Background: an optimization exercise with open tools, aiming at small area. Do not read the settings as production practice. The RTL was checked by simulation tests, not by an equivalence proof against the original design.

== job 4055 ==
## ld_dma_top
module ld_dma_top (
    input  logic                                                  clk,
    input  logic                                                  reset,
    input  logic [1:0]                                            cfg_ld_dma_mode,
    input  logic [ld_dma_pkg::QUEUE_DEPTH*ld_dma_pkg::HEADER_WIDTH-1:0] cfg_ld_dma_header,
    input  logic                                                  strm_start_pulse,
    output logic [ld_dma_pkg::RDRQ_WIDTH-1:0]                     rdrq_packet,
    input  logic [ld_dma_pkg::RDRS_WIDTH-1:0]                     rdrs_packet,
    output logic [ld_dma_pkg::CGRA_DATA_WIDTH-1:0]                stream_data_g2f,
    output logic                                                  stream_data_valid_g2f,
    output logic                                                  stream_g2f_done_pulse,
    output logic [ld_dma_pkg::QUEUE_DEPTH-1:0]                    cfg_load_dma_invalidate_pulse
);
==> flow/config.mk <==
export PLATFORM = sky130hd
export DESIGN_NAME = ld_dma_top
export DESIGN_NICKNAME = ld_dma_top
export VERILOG_FILES = /design/flow/design.v
export SDC_FILE = /design/flow/constraint.sdc
export NUM_CORES = 4
export LEC_CHECK = 0
export ABC_AREA = 1
export CAP_MARGIN = 20
export CORE_MARGIN = 2
export CORE_UTILIZATION = 40
export SLEW_MARGIN = 20
==> flow/constraint.sdc <==
create_clock -name core_clock -period 10.0 [get_ports {clk}]
set_input_delay 2.0000 -clock core_clock [delete_from_list [all_inputs] [get_ports {clk}]]
set_output_delay 2.0000 -clock core_clock [all_outputs]
set_load 0.01 [all_outputs]
run.sh (not shown) runs the stock make flow with config.mk's settings and CLKGATE_MAP_FILE= SYNTH_SCRIPT=/design/flow/synth_recipe.tcl, a recipe that flattens the netlist after the stock synthesis.
Job 4055 completed end to end with timing, DRC and antenna clean.
Changes in job 2975 relative to job 4055:
- ABC_AREA: 1 -> unset
### Flow results
Number of instances in the synthesized netlist (job 4055 / job 2975): 1.5
Compared with job 4055, in job 2975 worst supply voltage drop on vdd now sits lower, worst-case headroom to the max-slew limit has increased.
### job 2975 -> job 4374
- ABC_AREA newly set to 1
- CTS_BUF_LIST newly set to sky130_fd_sc_hd__clkbuf_4
==> run notes <==
On worst setup skew after layout: job 4374 sits above job 2975.
Higher cell area reported after detailed placement among job 4374 and job 2975: job 4374
| cell area | higher: job 4374 |
Run comparison: job 4374 highest layer used for signal routing met5; job 2975 highest layer used for signal routing met4
The lower proportion of layout cells with a drive suffix above 1 came out of job 4374.
Changes in job 3230 relative to job 4374:
- CTS_BUF_LIST no longer set, was sky130_fd_sc_hd__clkbuf_4
- ABC_AREA no longer set, was 1
==> flow/flow/run.sh (new file) <==
#!/bin/bash
set -euo pipefail
export BUFFER_PORTS_ARGS="-buffer_cell sky130_fd_sc_hd__buf_1"
export CTS_ARGS="-sink_clustering_enable -repair_clock_nets -sink_clustering_size 10 -sink_clustering_max_diameter 40 -buf_list sky130_fd_sc_hd__clkbuf_4 -dont_use_dummy_load"
bash standard.sh > flow_make.log 2>&1
==> flow/standard.sh (new file) <==
#!/bin/bash
# synth_recipe.tcl (not shown) runs the flow's synth.tcl, then flattens the netlist and writes it again
# the make line also repeats each setting of config.mk as NAME=value (left out here)
make -C /OpenROAD-flow-scripts/flow DESIGN_CONFIG=/design/flow/config.mk WORK_HOME=/design/flow/orfs CLKGATE_MAP_FILE= SYNTH_SCRIPT=/design/flow/synth_recipe.tcl "${@:-finish}"
removed: flow/run.sh
[summary]
Between job 3230 and job 4374, die span in x is lower for job 3230, job 4374 comes in above that. Going from job 4374 to job 3230, maximum frequency went up; sequential standard cell area did not really move; data arrival time of the critical path went down; die height went down. Routed wire length (job 3230 over job 4374): decrease, about 20%. When the final numbers for job 3230 and job 4374 were put side by side, the hold slack turned out to be greater in job 4374.


ld_dma_top, a different RTL version from the one above (not shown whole).
Size in the first run: roughly 290 I/O pins, roughly 14000 um2 of cells after synthesis.
==> flow/design.v (excerpt) <==
module ld_dma_top (
    input  logic                                                  clk,
    input  logic                                                  reset,
    input  logic [1:0]                                            cfg_ld_dma_mode,
    input  logic [ld_dma_pkg::QUEUE_DEPTH*ld_dma_pkg::HEADER_WIDTH-1:0] cfg_ld_dma_header,
    input  logic                                                  strm_start_pulse,
    output logic [ld_dma_pkg::RDRQ_WIDTH-1:0]                     rdrq_packet,
    input  logic [ld_dma_pkg::RDRS_WIDTH-1:0]                     rdrs_packet,
    output logic [ld_dma_pkg::CGRA_DATA_WIDTH-1:0]                stream_data_g2f,
    output logic                                                  stream_data_valid_g2f,
    output logic                                                  stream_g2f_done_pulse,
    output logic [ld_dma_pkg::QUEUE_DEPTH-1:0]                    cfg_load_dma_invalidate_pulse
);
clock: 10.0 ns
lec_check: 0
cap_margin: 10
core_margin: 2
core_utilization: 75
slew_margin: 10
standard.sh (not shown) runs the stock make flow with config.mk's settings and CLKGATE_MAP_FILE= SYNTH_SCRIPT=/design/flow/synth_recipe.tcl, a recipe that flattens the netlist after the stock synthesis.
==> flow/flow/run.sh <==
#!/bin/bash
# Own layout flow: the standard synthesis, then an area-oriented re-mapping of the gates
# between the flip-flops (the flip-flops themselves are kept as synthesized), then the standard flow's
# standard layout with the smallest buffer on every port and a clock tree of small buffers
# without dummy loads. Each tool's full output goes to its own log file in this folder;
# every ORFS step also keeps its own log under orfs/logs/.
set -euo pipefail
export BUFFER_PORTS_ARGS="-buffer_cell sky130_fd_sc_hd__buf_1"
export CTS_ARGS="-sink_clustering_enable -repair_clock_nets -sink_clustering_size 12 -sink_clustering_max_diameter 40 -buf_list sky130_fd_sc_hd__clkbuf_4 -dont_use_dummy_load"
R=orfs/results/${FLOW_PLATFORM:-sky130hd}/ld_dma_top/base
bash standard.sh synth > flow_synth.log 2>&1
cp $R/1_2_yosys.v std_1_2_yosys.v
bash flow/remap.sh std_1_2_yosys.v remapped.v ${FLOW_TOP:-ld_dma_top} > remap.log 2>&1
cp remapped.v $R/1_2_yosys.v
bash standard.sh > flow_make.log 2>&1
Other scripts of this flow, unchanged in this note and not shown: flow/flow/remap.abc, flow/flow/remap.sh, flow/flow/remap.ys
The baseline ran to the end with no violations.
Rerun with:
--- a/flow/flow/run.sh
+++ b/flow/flow/run.sh
@@ -9 +9 @@
-export CTS_ARGS="-sink_clustering_enable -repair_clock_nets -sink_clustering_size 12 -sink_clustering_max_diameter 40 -buf_list sky130_fd_sc_hd__clkbuf_4 -dont_use_dummy_load"
+export CTS_ARGS="-sink_clustering_enable -repair_clock_nets -sink_clustering_size 10 -sink_clustering_max_diameter 40 -buf_list sky130_fd_sc_hd__clkbuf_4 -dont_use_dummy_load"
--- a/flow/config.mk
+++ b/flow/config.mk
@@ -10 +10 @@
-export CORE_UTILIZATION = 75
+export CORE_UTILIZATION = 65
Synthesized area does not change. Via count decreases by 4.2%. Clock-buffer cell count increases by 6. Sequential share of layout area decreases by 0.42 points. Die area increases by 15%. Sequential cell count is unchanged. Worst hold slack gets worse by 29 ps. Global-route usage decreases by 5.8 points. Cell area increases by 0.61%. Wire length decreases by 5.9%.

==> re-timing with driven ports <==
Ports are ideal in the flow. The routed layouts listed here were re-timed in OpenROAD. Step 1, drivers: a clkbuf_16 drives clk and a buf_2 each remaining input, both assumed. Step 2, shift: input delay + t, output delay - t, t = (earliest + latest rising clock arrival at the registers) / 2. This alone moves slack from input paths to output paths. a / b / c = no drivers / after step 1 / after step 2; a / b = the first two.
| run | shift t [ns] | slack for setup (ns) | worst setup path after step 2 | worst slew at a driven data input, ns |
|---|---|---|---|---|
| job 4055 | 0.603 | 5.241 / 5.186 / 5.769 | input to register | 0.09 |
| job 2975 | 0.597 | 5.703 / 5.650 / 5.792 | input to register | 0.11 |
| job 4374 | 0.794 | 5.082 / 5.033 / 5.769 | input to register | 0.10 |
| job 3230 | 0.799 | 5.805 / 5.756 / 6.141 | input to register | 0.10 |
| the first run of note 2 | 0.680 | 5.082 / 5.040 / 5.231 | register to register | 0.07 |
| the second run of note 2 | 0.684 | 5.394 / 5.394 / 5.394 | register to register | 0.08 |
After both steps setup and hold are still met in every run listed.
